This is an optimization exercise on Yosys and OpenROAD, whose aim is a short achievable clock period and few clock cycles, not a production implementation.
The RTL was checked by simulation tests, not by an equivalence proof against the original design.
No activity file was given, so power comes from the tool's default toggle rates.

==> v24 <==
Design rv_top, start of the top module:
module rv_top #(
    parameter rv_pkg::word_t reset_pc = '0
) (
    input  logic          clk,
    input  logic          rst_n,
    output rv_pkg::half_t bus_out,
    input  rv_pkg::half_t bus_in,
    output logic          le_lo,
    output logic          le_hi,
    output logic          oe_n,
    output logic          we_lo_n,
    output logic          we_hi_n,
    output logic          bus_dir
);
export LEC_CHECK = 0
export ABC_CLOCK_PERIOD_IN_PS = 3000
export CAP_MARGIN = 35
export CORE_MARGIN = 2
export CORE_UTILIZATION = 40
export SETUP_SLACK_MARGIN = 5
export SLEW_MARGIN = 30
create_clock -name core_clock -period 10.0 [get_ports {clk}]
run.sh (not shown) runs the stock make flow with config.mk's settings and CLKGATE_MAP_FILE= SYNTH_SCRIPT=/design/flow/synth_recipe.tcl, a recipe that flattens the netlist after the stock synthesis.
==> v37: changes against v24 <==
--- a/flow/design.v
+++ b/flow/design.v
@@ -122,10 +122,11 @@
     output logic [31:0] ir_pc,
     output logic [31:0] rs1_oh,     
     output logic [31:0] rs2_oh,
     input  logic        ir_take,
     input  logic        redirect,
+    input  logic        redirect_back,   
     input  logic [31:0] redirect_pc,
     input  logic        dreq,
     output logic        dreq_ready,
     input  logic        dreq_we,
     input  logic [1:0]  dreq_size,
@@ -140,17 +141,19 @@
     output logic        oe_n,
     output logic        we_lo_n,
     output logic        we_hi_n,
     output logic        bus_dir
 );
-    localparam int NL = 16;    
+    localparam int NL = 32;    
+    localparam int IW = 5;     
+    localparam int WIN = 28;   
     logic [31:0] c_data [0:NL-1];
-    logic [25:0] c_tag  [0:NL-1];
+    logic [29-IW:0] c_tag [0:NL-1];
     logic [NL-1:0] c_val;
     logic [31:0] pc_f;         
     logic [31:0] fpc;          
-    logic [3:0]  ahead;        
+    logic [4:0]  ahead;        
     logic        rd_if;
     logic        rd_ld;
     logic        rd_last;
     logic [31:0] rd_pc;
     logic [15:0] lo_tmp;
@@ -160,14 +163,14 @@
     assign fill      = rd_if && rd_last;
     assign fill_data = {bus_in, lo_tmp};
     logic        hit_f;
     logic        hit_p;
     logic        in_win;
-    assign hit_f  = c_val[pc_f[5:2]] && (c_tag[pc_f[5:2]] == pc_f[31:6]);
-    assign hit_p  = (c_val[fpc[5:2]] && (c_tag[fpc[5:2]] == fpc[31:6])) ||
+    assign hit_f  = c_val[pc_f[IW+1:2]] && (c_tag[pc_f[IW+1:2]] == pc_f[31:IW+2]);
+    assign hit_p  = (c_val[fpc[IW+1:2]] && (c_tag[fpc[IW+1:2]] == fpc[31:IW+2])) ||
                     (fill && (rd_pc[31:2] == fpc[31:2]));
-    assign in_win = !ahead[3];
+    assign in_win = (ahead < WIN);
     logic        dq_val;
     logic        dq_we;
     logic [1:0]  dq_size;
     logic [31:0] dq_addr;
     logic [31:0] dq_wdata;
@@ -184,10 +187,16 @@
     logic        lo_known;
     logic [15:0] lo_val;
     logic        kill_q;       
     logic        job_live;
     assign job_live = job_act && !(job_if && kill_q);
+    logic [12:0] back_off;
+    logic [11:0] back_dist;
+    logic        keep;
+    assign back_off  = 13'd0 - {ir[31], ir[7], ir[30:25], ir[11:8], 1'b0};
+    assign back_dist = {1'b0, back_off[12:2]} + {7'd0, ahead} + 12'd1;
+    assign keep      = redirect_back && (back_dist < WIN);
     logic [30:0] j_ha, d_ha, p_ha;
     logic        j_nhi, d_nhi, p_nhi;
     logic        j_nlo, d_nlo, p_nlo;
     assign j_ha  = {job_addr[31:2], job_addr[1] | job_second};
     assign d_ha  = dq_addr[31:1];
@@ -287,11 +296,11 @@
             dq_val   <= 1'b0;
             rd_if    <= 1'b0;
             rd_ld    <= 1'b0;
             kill_q   <= 1'b0;
         end else begin
-            kill_q  <= redirect;
+            kill_q  <= redirect && !keep;
             le_lo   <= 1'b0;
             le_hi   <= 1'b0;
             oe_n    <= 1'b1;
             we_lo_n <= 1'b1;
             we_hi_n <= 1'b1;
@@ -363,42 +372,60 @@
     logic        p_adv;        
     logic [31:0] ir_next;
     assign byp     = fill && (rd_pc[31:2] == pc_f[31:2]);
     assign if_load = !ir_valid || ir_take;
     assign f_adv   = if_load && (hit_f || byp);
-    assign p_adv   = take_pf || (hit_p && in_win) || (f_adv && (ahead == 4'd0));
-    assign ir_next = hit_f ? c_data[pc_f[5:2]] : fill_data;
+    assign p_adv   = take_pf || (hit_p && in_win) || (f_adv && (ahead == 5'd0));
+    logic pcf_pending;
+    logic recover;
+    assign pcf_pending = (job_live && job_if && (job_addr[31:2] == pc_f[31:2])) ||
+                         (rd_if && (rd_pc[31:2] == pc_f[31:2]));
+    assign recover = !hit_f && !byp && !pcf_pending && (ahead != 5'd0);
+    assign ir_next = hit_f ? c_data[pc_f[IW+1:2]] : fill_data;
     always_ff @(posedge clk) begin
         if (fill) begin
-            c_data[rd_pc[5:2]] <= fill_data;
-            c_tag[rd_pc[5:2]]  <= rd_pc[31:6];
+            c_data[rd_pc[IW+1:2]] <= fill_data;
+            c_tag[rd_pc[IW+1:2]]  <= rd_pc[31:IW+2];
         end
     end
     always_ff @(posedge clk) begin
         if (!rst_n) begin
             c_val    <= '0;
             pc_f     <= reset_pc;
             fpc      <= reset_pc;
-            ahead    <= 4'd0;
+            ahead    <= 5'd0;
             ir_valid <= 1'b0;
         end else begin
             if (fill) begin
-                c_val[rd_pc[5:2]] <= 1'b1;
+                c_val[rd_pc[IW+1:2]] <= 1'b1;
             end
-            if (redirect) begin
+            if (redirect && keep) begin
+                pc_f     <= redirect_pc;
+                ir_valid <= 1'b0;
+                if (p_adv) begin
+                    fpc <= fpc + 32'd4;
+                end
+                ahead <= back_dist[4:0] + {4'd0, p_adv};
+            end else if (redirect) begin
                 pc_f     <= redirect_pc;
                 fpc      <= redirect_pc;
-                ahead    <= 4'd0;
+                ahead    <= 5'd0;
                 ir_valid <= 1'b0;
+            end else if (recover) begin
+                fpc      <= pc_f;
+                ahead    <= 5'd0;
+                if (if_load) begin
+                    ir_valid <= 1'b0;
+                end
             end else begin
                 if (p_adv) begin
                     fpc <= fpc + 32'd4;
                 end
                 if (p_adv && !f_adv) begin
-                    ahead <= ahead + 4'd1;
+                    ahead <= ahead + 5'd1;
                 end else if (!p_adv && f_adv) begin
-                    ahead <= ahead - 4'd1;
+                    ahead <= ahead - 5'd1;
                 end
                 if (if_load) begin
                     ir_valid <= hit_f || byp;
                 end
                 if (f_adv) begin
@@ -426,10 +453,11 @@
     input  logic        ir_valid,
     input  logic [31:0] ir,
     input  logic [31:0] ir_pc,
     output logic        ir_take,
     output logic        redirect,
+    output logic        redirect_back,
     output logic [31:0] redirect_pc,
     output logic        dreq,
     input  logic        dreq_ready,
     output logic        dreq_we,
     output logic [1:0]  dreq_size,
@@ -548,10 +576,11 @@
     logic ex_free;
     assign ex_free = !ex_valid || ex_done;
     assign ir_take = ir_valid && ex_free && !ex_redirect;
     assign redirect    = ex_redirect || (ir_take && d_pred);
     assign redirect_pc = ex_redirect ? ex_redirect_pc : d_tgt;
+    assign redirect_back = !ex_redirect && ir_take && d_branch && ir[31];
     always_ff @(posedge clk) begin
         if (!rst_n) begin
             ex_valid <= 1'b0;
             ld_wait  <= 1'b0;
         end else begin
@@ -611,10 +640,11 @@
     logic        ir_valid;
     logic [31:0] ir;
     logic [31:0] ir_pc;
     logic        ir_take;
     logic        redirect;
+    logic        redirect_back;
     logic [31:0] redirect_pc;
     logic        dreq;
     logic        dreq_ready;
     logic        dreq_we;
     logic [1:0]  dreq_size;
@@ -642,21 +672,21 @@
         .reset_pc(reset_pc)
     ) u_bus (
         .clk(clk), .rst_n(rst_n),
         .ir_valid(ir_valid), .ir(ir), .ir_pc(ir_pc), .ir_take(ir_take),
         .rs1_oh(rs1_oh), .rs2_oh(rs2_oh),
-        .redirect(redirect), .redirect_pc(redirect_pc),
+        .redirect(redirect), .redirect_back(redirect_back), .redirect_pc(redirect_pc),
         .dreq(dreq), .dreq_ready(dreq_ready), .dreq_we(dreq_we), .dreq_size(dreq_size),
         .dreq_addr(dreq_addr), .dreq_wdata(dreq_wdata),
         .ld_valid(ld_valid), .ld_data(ld_data),
         .bus_out(bus_out), .bus_in(bus_in), .le_lo(le_lo), .le_hi(le_hi),
         .oe_n(oe_n), .we_lo_n(we_lo_n), .we_hi_n(we_hi_n), .bus_dir(bus_dir)
     );
     rv_core_ctrl u_ctrl (
         .clk(clk), .rst_n(rst_n),
         .ir_valid(ir_valid), .ir(ir), .ir_pc(ir_pc), .ir_take(ir_take),
-        .redirect(redirect), .redirect_pc(redirect_pc),
+        .redirect(redirect), .redirect_back(redirect_back), .redirect_pc(redirect_pc),
         .dreq(dreq), .dreq_ready(dreq_ready), .dreq_we(dreq_we), .dreq_size(dreq_size),
         .dreq_addr(dreq_addr), .dreq_wdata(dreq_wdata),
         .ld_valid(ld_valid), .ld_data(ld_data),
         .rs1_idx(rs1_idx), .rs2_idx(rs2_idx), .rs1_val(rs1_val), .rs2_val(rs2_val),
         .alu_a(alu_a), .alu_b(alu_b), .funct3(funct3), .alt(alt), .is_reg(is_reg),
==> flow/flow/run.sh (new file) <==
#!/bin/bash
set -euo pipefail
bash standard.sh SETUP_SLACK_MARGIN=6.3 finish > standard.log 2>&1
==> flow/standard.sh (new file) <==
#!/bin/bash
# synth_recipe.tcl (not shown) runs the flow's synth.tcl, then flattens the netlist and writes it again
# the make line also repeats each setting of config.mk as NAME=value (left out here)
make -C /OpenROAD-flow-scripts/flow DESIGN_CONFIG=/design/flow/config.mk WORK_HOME=/design/flow/orfs CLKGATE_MAP_FILE= SYNTH_SCRIPT=/design/flow/synth_recipe.tcl "${@:-finish}"
removed: flow/run.sh
==> results.txt <==
Placed Instances: v24 12.5k; v37 15.6k
Layout Cell Area excl Fill: v24 0.139 mm^2; v37 0.201 mm^2
Area fraction in and, or, nand and nor cells after synthesis: v24 7.30%; v37 6.16%
Initial Util: v24 40.3%; v37 40.2%
Reported clock group power: v24 10.2 mW; v37 13.6 mW
Number of ordinary inverters in the final layout: v24 212; v37 242
Final sequential cell count: v24 2542; v37 3452
Status: v24 complete, no violations; v37 complete, no violations
Setup WS post-layout: v24 4890 ps; v37 5030 ps
Wire length of the first global-routing pass: v24 703000 um; v37 927000 um
Fin nets: v24 9136; v37 12.0k
Setup crit start: v24 u_ctrl.ex_a[0]; v37 u_bus.fpc[3]
Worst-case register-to-register setup slack: v24 4890 ps; v37 5030 ps
Combinational Power: v24 2.72 mW; v37 4.45 mW
Largest net degree at the start of global routing: v24 76; v37 71
Antenna violations before repair: v24 31; v37 36
TritonRoute pass-1 iters: v24 14; v37 17
Testbench counts of v24, summed over its fixed seeds: cycles 135,265.
Testbench counts of v37, summed over its fixed seeds: cycles 122,172.

-- separate check: timing with driven ports --
How much do the figures lean on ideal ports? The routed layouts below were timed once more, with nothing changed but the port constraints. Step 1 sets driving cells, clkbuf_16 on the clock port and buf_2 on the other inputs (assumed; they add their load-dependent delay and slew). Step 2 adds t to the input delays and takes it off the output delays; t is the mean of the earliest and latest rising clock arrival at the registers after step 1. Input paths then give back, and output paths get back, about the clock's delay inside the block. Slacks: no drivers / after step 1 / after step 2; pairs: no drivers / after step 1.
run	t, ns	slack for setup (ns)	worst data-port slew with drivers (ns)
v24	1.025	4.891 / 4.891 / 4.137	0.12
v37	1.046	5.035 / 5.035 / 4.996	0.26
After both steps every run listed still meets setup and hold. The setup slack of v24, which loses most, moves by 0.000 ns with the drivers and by -0.754 ns with both steps.
